This is an optimization exercise on Yosys and OpenROAD, whose aim is small area, not a production implementation. In this exercise RTL edits were held to simulation tests only and were not proved equivalent to the original. Power figures rest on the tool's default switching activity, not on a simulated workload.

try-pepper:
==> flow/design.v (excerpt) <==
module fu_complete_arbiter
#(
  parameter int NUM_FU = rv32i_types::NUM_FU_DEFAULT,
  localparam int SRC_W = $clog2(NUM_FU)
) (
  input  logic              clk,
  input  logic              rst,
  input  logic              flush,
  input  logic [NUM_FU-1:0] fu_complete_valid,
  input  logic [NUM_FU*rv32i_types::CDB_W-1:0] fu_complete_data,
  output logic [NUM_FU-1:0] fu_slot_free,
  output logic              cdb_valid,
  output logic [rv32i_types::CDB_W-1:0] cdb_data,
  output logic [SRC_W-1:0]  cdb_src,
  output logic              overflow_err
);
  localparam int W = rv32i_types::CDB_W;
  logic [NUM_FU-1:0][W-1:0] slot0;
  logic [NUM_FU-1:0][W-1:0] slot1;
  logic [NUM_FU-1:0] rd_ptr_next;
  logic [NUM_FU-1:0] empty;
  logic [NUM_FU-1:0] empty_next;
  logic [NUM_FU-1:0] full;
  logic [NUM_FU-1:0] full_next;
  logic [NUM_FU-1:0] push;
  logic [NUM_FU-1:0] gnt;
  logic [NUM_FU-1:0] pop;
  logic [NUM_FU-1:0] ovf;
  logic [SRC_W-1:0]  rr_ptr;
  logic [SRC_W-1:0]  rr_ptr_next;
  logic [SRC_W-1:0]  grant_idx;
  logic              grant_valid;
  logic [SRC_W-1:0]  grant_idx_next;
  logic              grant_valid_next;
  logic [NUM_FU-1:0] sel0, sel1;
  logic [NUM_FU-1:0] sel0_next, sel1_next;
  ...
Settings: LEC_CHECK=0, CAP_MARGIN=20, CORE_MARGIN=2, CORE_UTILIZATION=46, SLEW_MARGIN=20; clock period 5.0 ns.
standard.sh (not shown) runs the stock make flow with config.mk's settings and CLKGATE_MAP_FILE= SYNTH_SCRIPT=/design/flow/synth_recipe.tcl, a recipe that flattens the netlist after the stock synthesis.
==> flow/flow/run.sh <==
#!/bin/bash
# Own layout flow: the standard synthesis unchanged, then a netlist pass that maps the
# CDB register's 8-way AND-OR select onto a222oi cells (flow/remap.py), then the standard
# ORFS steps with minimum-size port buffers and a clock tree of larger sink clusters.
set -euo pipefail
bash standard.sh synth > synth.log 2>&1
R=orfs/results/sky130hd/fu_complete_arbiter/base
python3 flow/remap.py $R/1_2_yosys.v $R/1_2_yosys_remap.v > remap.log 2>&1
mv $R/1_2_yosys_remap.v $R/1_2_yosys.v
rm -f $R/1_synth.odb $R/1_synth.sdc
bash standard.sh \
  "BUFFER_PORTS_ARGS=-buffer_cell sky130_fd_sc_hd__buf_1" \
  "PLACE_PINS_ARGS=-min_distance 1 -min_distance_in_tracks" \
  "CTS_ARGS=-sink_clustering_enable -repair_clock_nets -dont_use_dummy_load -buf_list {sky130_fd_sc_hd__clkbuf_8 sky130_fd_sc_hd__clkbuf_16} -sink_clustering_size 30 -sink_clustering_max_diameter 100" \
  finish > layout.log 2>&1
Other scripts of this flow, unchanged in this note and not shown: flow/flow/remap.py
As the logs show, try-pepper stopped at global routing after a tool error, so it never reached the end of the flow.
[inputs] try-zinc vs try-pepper
# try-pepper
export LEC_CHECK = 0
export CAP_MARGIN = 20
export CORE_MARGIN = 2
export CORE_UTILIZATION = 46
export SLEW_MARGIN = 20
create_clock -name core_clock -period 5.0 [get_ports {clk}]
# try-zinc
export LEC_CHECK = 0
export CAP_MARGIN = 20
export CORE_MARGIN = 2
export CORE_UTILIZATION = 40
export SLEW_MARGIN = 20
create_clock -name core_clock -period 5.0 [get_ports {clk}]
--- a/flow/flow/run.sh
+++ b/flow/flow/run.sh
@@ -13,2 +13 @@
-  "PLACE_PINS_ARGS=-min_distance 1 -min_distance_in_tracks" \
-  "CTS_ARGS=-sink_clustering_enable -repair_clock_nets -dont_use_dummy_load -buf_list {sky130_fd_sc_hd__clkbuf_8 sky130_fd_sc_hd__clkbuf_16} -sink_clustering_size 30 -sink_clustering_max_diameter 100" \
+  "CTS_ARGS=-sink_clustering_enable -repair_clock_nets -dont_use_dummy_load -buf_list {sky130_fd_sc_hd__clkbuf_8 sky130_fd_sc_hd__clkbuf_16} -sink_clustering_size 30 -sink_clustering_max_diameter 80" \
--- outcome ---
- try-zinc finished end to end and its layout was clean on timing, DRC and antenna.
- Comparing the two runs side by side, try-zinc comes out behind try-pepper on post-place setup slack.
- Number of buffers created by CTS (lower): try-pepper
- Summary — number of standard-cell rows in the floorplan, try-zinc relative to try-pepper: higher, by 7.1%.
- Floorplan die height was higher in the run labelled try-zinc.
- On horizontal die dimension: between try-pepper and try-zinc, it ends up lower for try-pepper.
- Initial core utilization | try-zinc below try-pepper
- Delta (try-zinc minus try-pepper): post-cts resize count now sits higher; number of placed I/O pins saw little to no change.
Relative to try-zinc, the following input files were edited for try-yarrow:
--- a/flow/flow/run.sh
+++ b/flow/flow/run.sh
@@ -13 +13 @@
-  "CTS_ARGS=-sink_clustering_enable -repair_clock_nets -dont_use_dummy_load -buf_list {sky130_fd_sc_hd__clkbuf_8 sky130_fd_sc_hd__clkbuf_16} -sink_clustering_size 30 -sink_clustering_max_diameter 80" \
+  "CTS_ARGS=-sink_clustering_enable -repair_clock_nets -dont_use_dummy_load -buf_list {sky130_fd_sc_hd__clkbuf_8 sky130_fd_sc_hd__clkbuf_16} -sink_clustering_size 30 -sink_clustering_max_diameter 100" \
try-yarrow was carried through to the last stage, and its layout satisfied the timing, DRC and antenna checks.
Worst-case hold slack (try-yarrow over try-zinc): increase, 0.016 ns
The met1 wire length of try-yarrow and that of try-zinc are within noise of each other.
There was hardly any difference in clock input transition at the sequential cells of the worst setup and hold paths between try-yarrow and try-zinc.
Per the comparison of try-yarrow with try-zinc, number of buffers added on ports now sits at about the same level, routed wire length ~0 delta, met3 global-route usage saw an increase, final period demand of the worst path shows an increase of 0.045 ns, fmax now sits lower.
diff inputs: try-yarrow => try-onyx
# try-yarrow
export LEC_CHECK = 0
export CAP_MARGIN = 20
export CORE_MARGIN = 2
export CORE_UTILIZATION = 40
export SLEW_MARGIN = 20
create_clock -name core_clock -period 5.0 [get_ports {clk}]
# try-onyx
export LEC_CHECK = 0
export CAP_MARGIN = 10
export CORE_MARGIN = 2
export CORE_UTILIZATION = 40
export SLEW_MARGIN = 10
create_clock -name core_clock -period 5.0 [get_ports {clk}]
## What came out
| final setup slack of the worst path | try-onyx vs try-yarrow | ≈ equal |. try-yarrow -> try-onyx: power per cell area delta 0, exact match. Re final worst-path cycle share: no difference whatsoever between try-onyx and try-yarrow. The number of vias per cell on try-yarrow is in line with that on try-onyx. Reported for try-yarrow and try-onyx, detailed-route wire length turned out identical to the last digit. Share of cell area taken by multi-input logic gates essentially unchanged between try-yarrow and try-onyx.

========
Another version of the RTL of fu_complete_arbiter (not shown whole).
For scale: ~0.11 mm^2 of cells after synthesis.
## fu_complete_arbiter
module fu_complete_arbiter
#(
  parameter int NUM_FU = rv32i_types::NUM_FU_DEFAULT,
  localparam int SRC_W = $clog2(NUM_FU)
) (
  input  logic              clk,
  input  logic              rst,
  input  logic              flush,
  input  logic [NUM_FU-1:0] fu_complete_valid,
  input  logic [NUM_FU*rv32i_types::CDB_W-1:0] fu_complete_data,
  output logic [NUM_FU-1:0] fu_slot_free,
  output logic              cdb_valid,
  output logic [rv32i_types::CDB_W-1:0] cdb_data,
  output logic [SRC_W-1:0]  cdb_src,
  output logic              overflow_err
);
Settings: LEC_CHECK=0, CAP_MARGIN=20, CORE_MARGIN=2, CORE_UTILIZATION=55, PLACE_DENSITY=0.65, SLEW_MARGIN=20; clock period 5.0 ns.
==> flow/flow/run.sh <==
#!/bin/bash
# Own layout flow: the standard synthesis unchanged, then the standard ORFS steps with
# minimum-size port buffers and a clock tree built from fewer, larger sink clusters.
set -euo pipefail
bash standard.sh synth > synth.log 2>&1
bash standard.sh \
  "BUFFER_PORTS_ARGS=-buffer_cell sky130_fd_sc_hd__buf_1" \
  "CTS_ARGS=-sink_clustering_enable -repair_clock_nets -dont_use_dummy_load -buf_list {sky130_fd_sc_hd__clkbuf_8 sky130_fd_sc_hd__clkbuf_16} -sink_clustering_size 30 -sink_clustering_max_diameter 80" \
  finish > layout.log 2>&1
The first run died in 3_2_place_iop.
Rerun with:
Settings changed: CORE_UTILIZATION 55 to 40, PLACE_DENSITY 0.65 to not set.
Outcome: This time the run produced a clean layout. Synthesized cell count does not change. Area after synthesis does not change.

========
fu_complete_arbiter again, from the RTL that the note above started with.
Settings: LEC_CHECK=0, CAP_MARGIN=20, CORE_MARGIN=2, CORE_UTILIZATION=55, PLACE_DENSITY=0.65, SLEW_MARGIN=20; clock period 5.0 ns.
==> flow/flow/run.sh <==
#!/bin/bash
# Own layout flow: the standard synthesis unchanged, then a netlist pass that maps the
# CDB register's 8-way AND-OR select onto a222oi cells (flow/remap.py), then the standard
# ORFS steps with minimum-size port buffers and a clock tree of larger sink clusters.
set -euo pipefail
bash standard.sh synth > synth.log 2>&1
R=orfs/results/sky130hd/fu_complete_arbiter/base
python3 flow/remap.py $R/1_2_yosys.v $R/1_2_yosys_remap.v > remap.log 2>&1
mv $R/1_2_yosys_remap.v $R/1_2_yosys.v
rm -f $R/1_synth.odb $R/1_synth.sdc
bash standard.sh \
  "BUFFER_PORTS_ARGS=-buffer_cell sky130_fd_sc_hd__buf_1" \
  "PLACE_PINS_ARGS=-min_distance 1 -min_distance_in_tracks" \
  "CTS_ARGS=-sink_clustering_enable -repair_clock_nets -dont_use_dummy_load -buf_list {sky130_fd_sc_hd__clkbuf_8 sky130_fd_sc_hd__clkbuf_16} -sink_clustering_size 30 -sink_clustering_max_diameter 80" \
  finish > layout.log 2>&1
Other scripts of this flow, unchanged in this note and not shown: flow/flow/remap.py
The baseline never finished: it broke off in global routing (5_1_grt).
Then changed:
--- a/flow/flow/run.sh
+++ b/flow/flow/run.sh
@@ -12,3 +12,2 @@
   "BUFFER_PORTS_ARGS=-buffer_cell sky130_fd_sc_hd__buf_1" \
-  "PLACE_PINS_ARGS=-min_distance 1 -min_distance_in_tracks" \
   "CTS_ARGS=-sink_clustering_enable -repair_clock_nets -dont_use_dummy_load -buf_list {sky130_fd_sc_hd__clkbuf_8 sky130_fd_sc_hd__clkbuf_16} -sink_clustering_size 30 -sink_clustering_max_diameter 80" \
CORE_UTILIZATION = 40   (was 55)
PLACE_DENSITY = default   (was 0.65)
=> Now the flow finished clean; area after synthesis is unchanged; synthesized cell count stays the same.

separate check: timing with driven ports:
Ports are ideal in the flow. The routed layouts listed here were re-timed in OpenROAD.
Step 1 sets driving cells, clkbuf_16 on the clock port and buf_2 on the other inputs (assumed; they add their load-dependent delay and slew).
Step 2 times the ports against the registers' clock, not the clock port: input delays grow and output delays shrink by t, the midpoint of the rising clock arrivals with the driver on.
Slacks: no drivers / after step 1 / after step 2; pairs: no drivers / after step 1.
run | t (ns) | setup slack, ns | pins driven straight from the clock port
try-zinc | 0.928 | 0.285 / 0.285 / 0.285 | 1
try-yarrow | 0.923 | 0.240 / 0.240 / 0.240 | 1
try-onyx | 0.923 | 0.240 / 0.240 / 0.240 | 1
the second run of note 2 | 0.915 | 0.400 / 0.400 / 0.400 | 1
the second run of note 3 | 0.948 | 0.405 / 0.405 / 0.405 | 1
After both steps every run listed still meets setup and hold.
